What follows belongs to an exercise in optimizing a design on an open flow for a short achievable clock period and few clock cycles per item; a production flow would make more cautious choices.
At most, simulation tests tie the RTL to the original design; equivalence was not proved.
No driver is modelled on the clock port, so clocking that relies on it looks cheaper here than on a real chip.
Power figures rest on the tool's default switching activity, not on a simulated workload.

== main ==
## edge_notify_backoff_logger
module edge_notify_backoff_logger #(
	parameter int LOG_DEPTH = LOG_DEPTH_DEF
) (
	input  logic                  clk,
	input  logic                  arst_n,
	input  logic                  tick_valid,
	output logic                  tick_ready,
	input  logic [TIME_W-1:0]     tick_time_ms,
	input  logic                  tick_pin_level,
	output logic                  report_valid,
	input  logic                  report_ready,
	output logic                  report_type,
	output logic                  report_push_request,
	output logic                  report_led_state,
	output logic                  report_backoff_ended,
	output logic [CNT_W-1:0]      report_suppressed_count,
	output logic [CNT_W-1:0]      report_overrun_total,
	output logic [TIME_W-1:0]     report_log_time,
	output logic                  report_last,
	input  logic                  cfg_we,
	input  logic [CFG_IDX_W-1:0]  cfg_index,
	input  logic [CFG_DATA_W-1:0] cfg_data
);
	localparam int IW = 3;
	localparam int WW = 26;    
  ...
Size in the first run: about 3,000 cells after synthesis, ~880 flip-flops, ~130 I/O pins, ~38,000 sq um of cells after synthesis.
==> flow/config.mk <==
export PLATFORM = sky130hd
export DESIGN_NAME = edge_notify_backoff_logger
export DESIGN_NICKNAME = edge_notify_backoff_logger
export VERILOG_FILES = /design/flow/design.v
export SDC_FILE = /design/flow/constraint.sdc
export NUM_CORES = 4
export LEC_CHECK = 0
export ABC_CLOCK_PERIOD_IN_PS = 2500
export CAP_MARGIN = 20
export CORE_MARGIN = 2
export CORE_UTILIZATION = 52
export PLACE_DENSITY = 0.7
export SETUP_SLACK_MARGIN = 5
export SLEW_MARGIN = 20
==> flow/constraint.sdc <==
create_clock -name core_clock -period 8.0 [get_ports {clk}]
set_input_delay 1.6000 -clock core_clock [delete_from_list [all_inputs] [get_ports {clk}]]
set_output_delay 1.6000 -clock core_clock [all_outputs]
set_load 0.01 [all_outputs]
standard.sh (not shown) runs the stock make flow with config.mk's settings and CLKGATE_MAP_FILE= SYNTH_SCRIPT=/design/flow/synth_recipe.tcl, a recipe that flattens the netlist after the stock synthesis.
==> flow/flow/run.sh <==
#!/bin/bash
set -euo pipefail
here=$(pwd)
bash standard.sh SETUP_SLACK_MARGIN=5.8 PRE_CTS_TCL="$here/flow/pre_cts.tcl" finish > standard_finish.log 2>&1
==> flow/flow/pre_cts.tcl <==
# Move each flip-flop that drives an output port's buffer next to that
# buffer, then legalize the placement.
set block [ord::get_db_block]
set core [$block getCoreArea]
set cx [expr {([$core xMin] + [$core xMax]) / 2}]
set cy [expr {([$core yMin] + [$core yMax]) / 2}]
set moved 0
foreach bt [$block getBTerms] {
  if {[$bt getIoType] ne "OUTPUT"} { continue }
  set net [$bt getNet]
  if {$net eq "NULL"} { continue }
  set drv "NULL"
  foreach it [$net getITerms] {
    if {[$it isOutputSignal]} { set drv $it }
  }
  if {$drv eq "NULL"} { continue }
  set buf [$drv getInst]
  set in "NULL"
  foreach it [$buf getITerms] {
    if {[$it isInputSignal] && [$it getNet] ne "NULL"} { set in [$it getNet] }
  }
  if {$in eq "NULL"} { continue }
  set fdrv "NULL"
  foreach it [$in getITerms] {
    if {[$it isOutputSignal]} { set fdrv $it }
  }
  if {$fdrv eq "NULL"} { continue }
  set ff [$fdrv getInst]
  if {![[$ff getMaster] isSequential]} { continue }
  # only move a flop whose output feeds just this buffer and little else
  if {[llength [$in getITerms]] > 3} { continue }
  set bb [$buf getBBox]
  set bx [$bb xMin]
  set by [$bb yMin]
  # step from the buffer toward the core centre
  set dx [expr {$cx > $bx ? 1 : -1}]
  set dy [expr {$cy > $by ? 1 : -1}]
  set w [[$ff getMaster] getWidth]
  if {abs($cx - $bx) > abs($cy - $by)} {
    set nx [expr {$bx + $dx * ($w + 1000)}]
    set ny $by
  } else {
    set nx $bx
    set ny [expr {$by + $dy * 5440}]
  }
  $ff setLocation $nx $ny
  incr moved
}
puts "pre_cts: moved $moved output flip-flops next to their port buffers"
detailed_placement
main ran to completion and came out clean on the timing, design-rule and antenna checks.
Inputs modified between main and the feature branch:
--- a/flow/design.v
+++ b/flow/design.v
@@ -49,19 +49,18 @@
 	localparam int IW = 3;
 	localparam int WW = 26;    
 	localparam int BW = 1 + 1 + 1 + 1 + CNT_W + CNT_W + TIME_W + 1;
 	function automatic logic [CNT_W-1:0] sat_inc(input logic [CNT_W-1:0] v);
 		sat_inc = (v == CNT_MAX) ? v : v + 1'b1;
 	endfunction
 	logic              en_q;
 	logic              rise_q;
 	logic [SECS_W-1:0] secs_q;
-	logic [SECS_W-1:0] sh_q;
 	logic [SECS_W+1:0] m3_q;
 	logic [WW-1:0]     win_q;
 	logic              prev_q, primed_q, active_q, wp_q, wet_gt_q;
 	logic [TIME_W-1:0] wet_q, deb_lim_q;
 	logic [CNT_W-1:0]  supp_q, ovr_q;
 	logic [IW-1:0]     wr_q, rd_q, cnt_q;
 	logic [TIME_W-1:0] ring_q [8];
 	logic              drain_q;
 	logic [IW-1:0]     dptr_q, left_q;
@@ -98,46 +97,41 @@
 			sv_q  <= sv_n;
 			rdy_q <= !sv_n;
 			if (!hv_q || pop) begin
 				hv_q <= sv_q || acc;
 			end
 		end
 	end
 	logic              p_v, p_load;
 	logic [TIME_W-1:0] p_t;
-	logic [16:0]       p_lo, p_tlo, p_hi0, p_hi1;
-	logic [15:0]       p_thi1;
+	logic [16:0]       p_lo, p_tlo;
 	logic              p_p, p_le_win, p_lt_win;
 	always_ff @(posedge clk or negedge arst_n) begin
 		if (!arst_n) begin
 			p_v <= 1'b0;
 		end else if (p_load) begin
 			p_v <= hv_q;
 		end
 	end
 	always_ff @(posedge clk) begin
 		if (p_load) begin
 			p_t      <= h_t;
 			p_p      <= h_p;
 			p_lo     <= {1'b0, h_t[15:0]} + {1'b0, win_q[15:0]};
 			p_tlo    <= {1'b0, h_t[15:0]} + 17'(DEBOUNCE_MS);
-			p_hi0    <= {1'b0, h_t[31:16]} + {7'b0, win_q[WW-1:16]};
-			p_hi1    <= {1'b0, h_t[31:16]} + {7'b0, win_q[WW-1:16]} + 17'd1;
-			p_thi1   <= h_t[31:16] + 16'd1;
 			p_le_win <= h_t <= {6'b0, win_q};
 			p_lt_win <= h_t < {6'b0, win_q};
 		end
 	end
-	logic [16:0] p_hi;
-	logic [15:0] p_thi;
+	logic [16:0] p_hi, p_thi;
 	always_comb begin
-		p_hi  = p_lo[16] ? p_hi1 : p_hi0;
-		p_thi = p_tlo[16] ? p_thi1 : p_t[31:16];
+		p_hi  = {1'b0, p_t[31:16]} + {7'b0, win_q[WW-1:16]} + {16'b0, p_lo[16]};
+		p_thi = {1'b0, p_t[31:16]} + {16'b0, p_tlo[16]};
 	end
 	logic              r_v, r_load;
 	logic [TIME_W-1:0] r_t, r_sum, r_tp1k;
 	logic              r_hit, r_p, r_carry, r_le_win, r_wfb, r_gt_deb, r_ge_wet;
 	logic              e_go, produce;
 	logic              hit, open_win, supp_hit, wrap_fix, log_we, full;
 	logic              wp1, wp2, act_or, ge_end, ended, act_n, more;
 	logic [CNT_W-1:0]  supp_n, ovr1;
 	logic [IW-1:0]     cnt1, rd1;
@@ -212,18 +206,20 @@
 		more = ended && (log_we || (cnt_q != '0));
 	end
 	logic cfg_en_w;
 	assign cfg_en_w = cfg_we && (cfg_index == CFG_ENABLED);
 	always_ff @(posedge clk or negedge arst_n) begin
 		if (!arst_n) begin
 			en_q      <= 1'b0;
 			rise_q    <= 1'b1;
 			secs_q    <= MIN_BACKOFF_S;
+			m3_q      <= 18'(3 * MIN_BACKOFF_S);
+			win_q     <= WW'(MIN_BACKOFF_S * MS_PER_S);
 			prev_q    <= 1'b0;
 			primed_q  <= 1'b0;
 			active_q  <= 1'b0;
 			wp_q      <= 1'b0;
 			wet_q     <= '0;
 			wet_gt_q  <= 1'b0;
 			deb_lim_q <= DEBOUNCE_MS;
 			supp_q    <= '0;
 			ovr_q     <= '0;
@@ -284,26 +280,23 @@
 					prev_q   <= r_p;
 				end
 			end
 			if (cfg_we && (cfg_index == CFG_RISING_EDGE)) begin
 				rise_q <= cfg_data[0];
 			end
 			if (cfg_we && (cfg_index == CFG_BACKOFF_SECONDS)) begin
 				secs_q <= (cfg_data < MIN_BACKOFF_S) ? MIN_BACKOFF_S : cfg_data;
 			end
+			m3_q  <= {2'b0, secs_q} + {1'b0, secs_q, 1'b0};
+			win_q <= {secs_q, 10'b0} - {5'b0, m3_q, 3'b0};
 		end
 	end
 	always_ff @(posedge clk) begin
-		sh_q  <= secs_q;
-		m3_q  <= {2'b0, secs_q} + {1'b0, secs_q, 1'b0};
-		win_q <= {sh_q, 10'b0} - {5'b0, m3_q, 3'b0};
-	end
-	always_ff @(posedge clk) begin
 		for (int k = 0; k < 8; k++) begin
 			if (e_go && log_we && (wr_q == IW'(k))) begin
 				ring_q[k] <= r_t;
 			end
 		end
 	end
 	always_comb begin
 		if (drain_q) begin
 			b_d = {RPT_ENTRY, 1'b0, 1'b0, 1'b1, supp_q, dovr_q, ring_q[dptr_q], (left_q == 3'd1)};
--- outcome ---
The feature branch against main: post-synthesis sequential element count decreased by 65 relative to the old numbers, total chip power decreased by 5.7% relative to the old numbers, final weighted congestion in routability-driven placement increased by about 1.8% relative to the old numbers, met3 capacity usage during global routing closely matched the old numbers, routed via count decreased by 4.7% relative to the old numbers. The feature branch finished every stage and its layout cleared the timing, design-rule and antenna checks. main → the feature branch: unique cell type count in the Yosys netlist -4; biggest fanout along the worst timing path lost 3; smallest setup slack after layout grew by 0.10 ns; hold slack flat. Per the comparison of the feature branch with main, sequential share of layout area shows a reduction of 0.30 points, non-clock buffer count shows an increase of 9. Multi-input logic cell count (the feature branch vs. main) decreases by a few percent.
Testbench counts of the feature branch, summed over its fixed seeds: cycles 5,991, ticks 4,800.
For main, only the layout was checked, not whether the RTL still works.

## re-timing with driven ports
No port has a modelled driver above. Below, the same layouts with a new extraction and two added sets of constraints.
Step 1: set_driving_cell puts a clkbuf_16 on clk and a buf_2 on each other input, an assumption about the parent block.
Step 2 times the ports against the registers' clock, not the clock port: input delays grow and output delays shrink by t, the midpoint of the rising clock arrivals with the driver on.
Three values: ideal ports, drivers, drivers and shift; two values: the first two.
run	t (ns)	setup WS [ns]	hold slack, ns	worst setup path after step 2	worst slew at a driven data input, ns
main	0.709	5.112 / 5.112 / 5.112	0.407 / 0.407 / 0.407	register to register	0.06
the feature branch	0.697	5.215 / 5.152 / 5.172	0.409 / 0.409 / 0.409	input to register	0.05
After both steps every run listed still meets setup and hold. For the feature branch, which loses most, drivers alone change the setup slack by -0.063 ns; drivers and shift together by -0.043 ns.
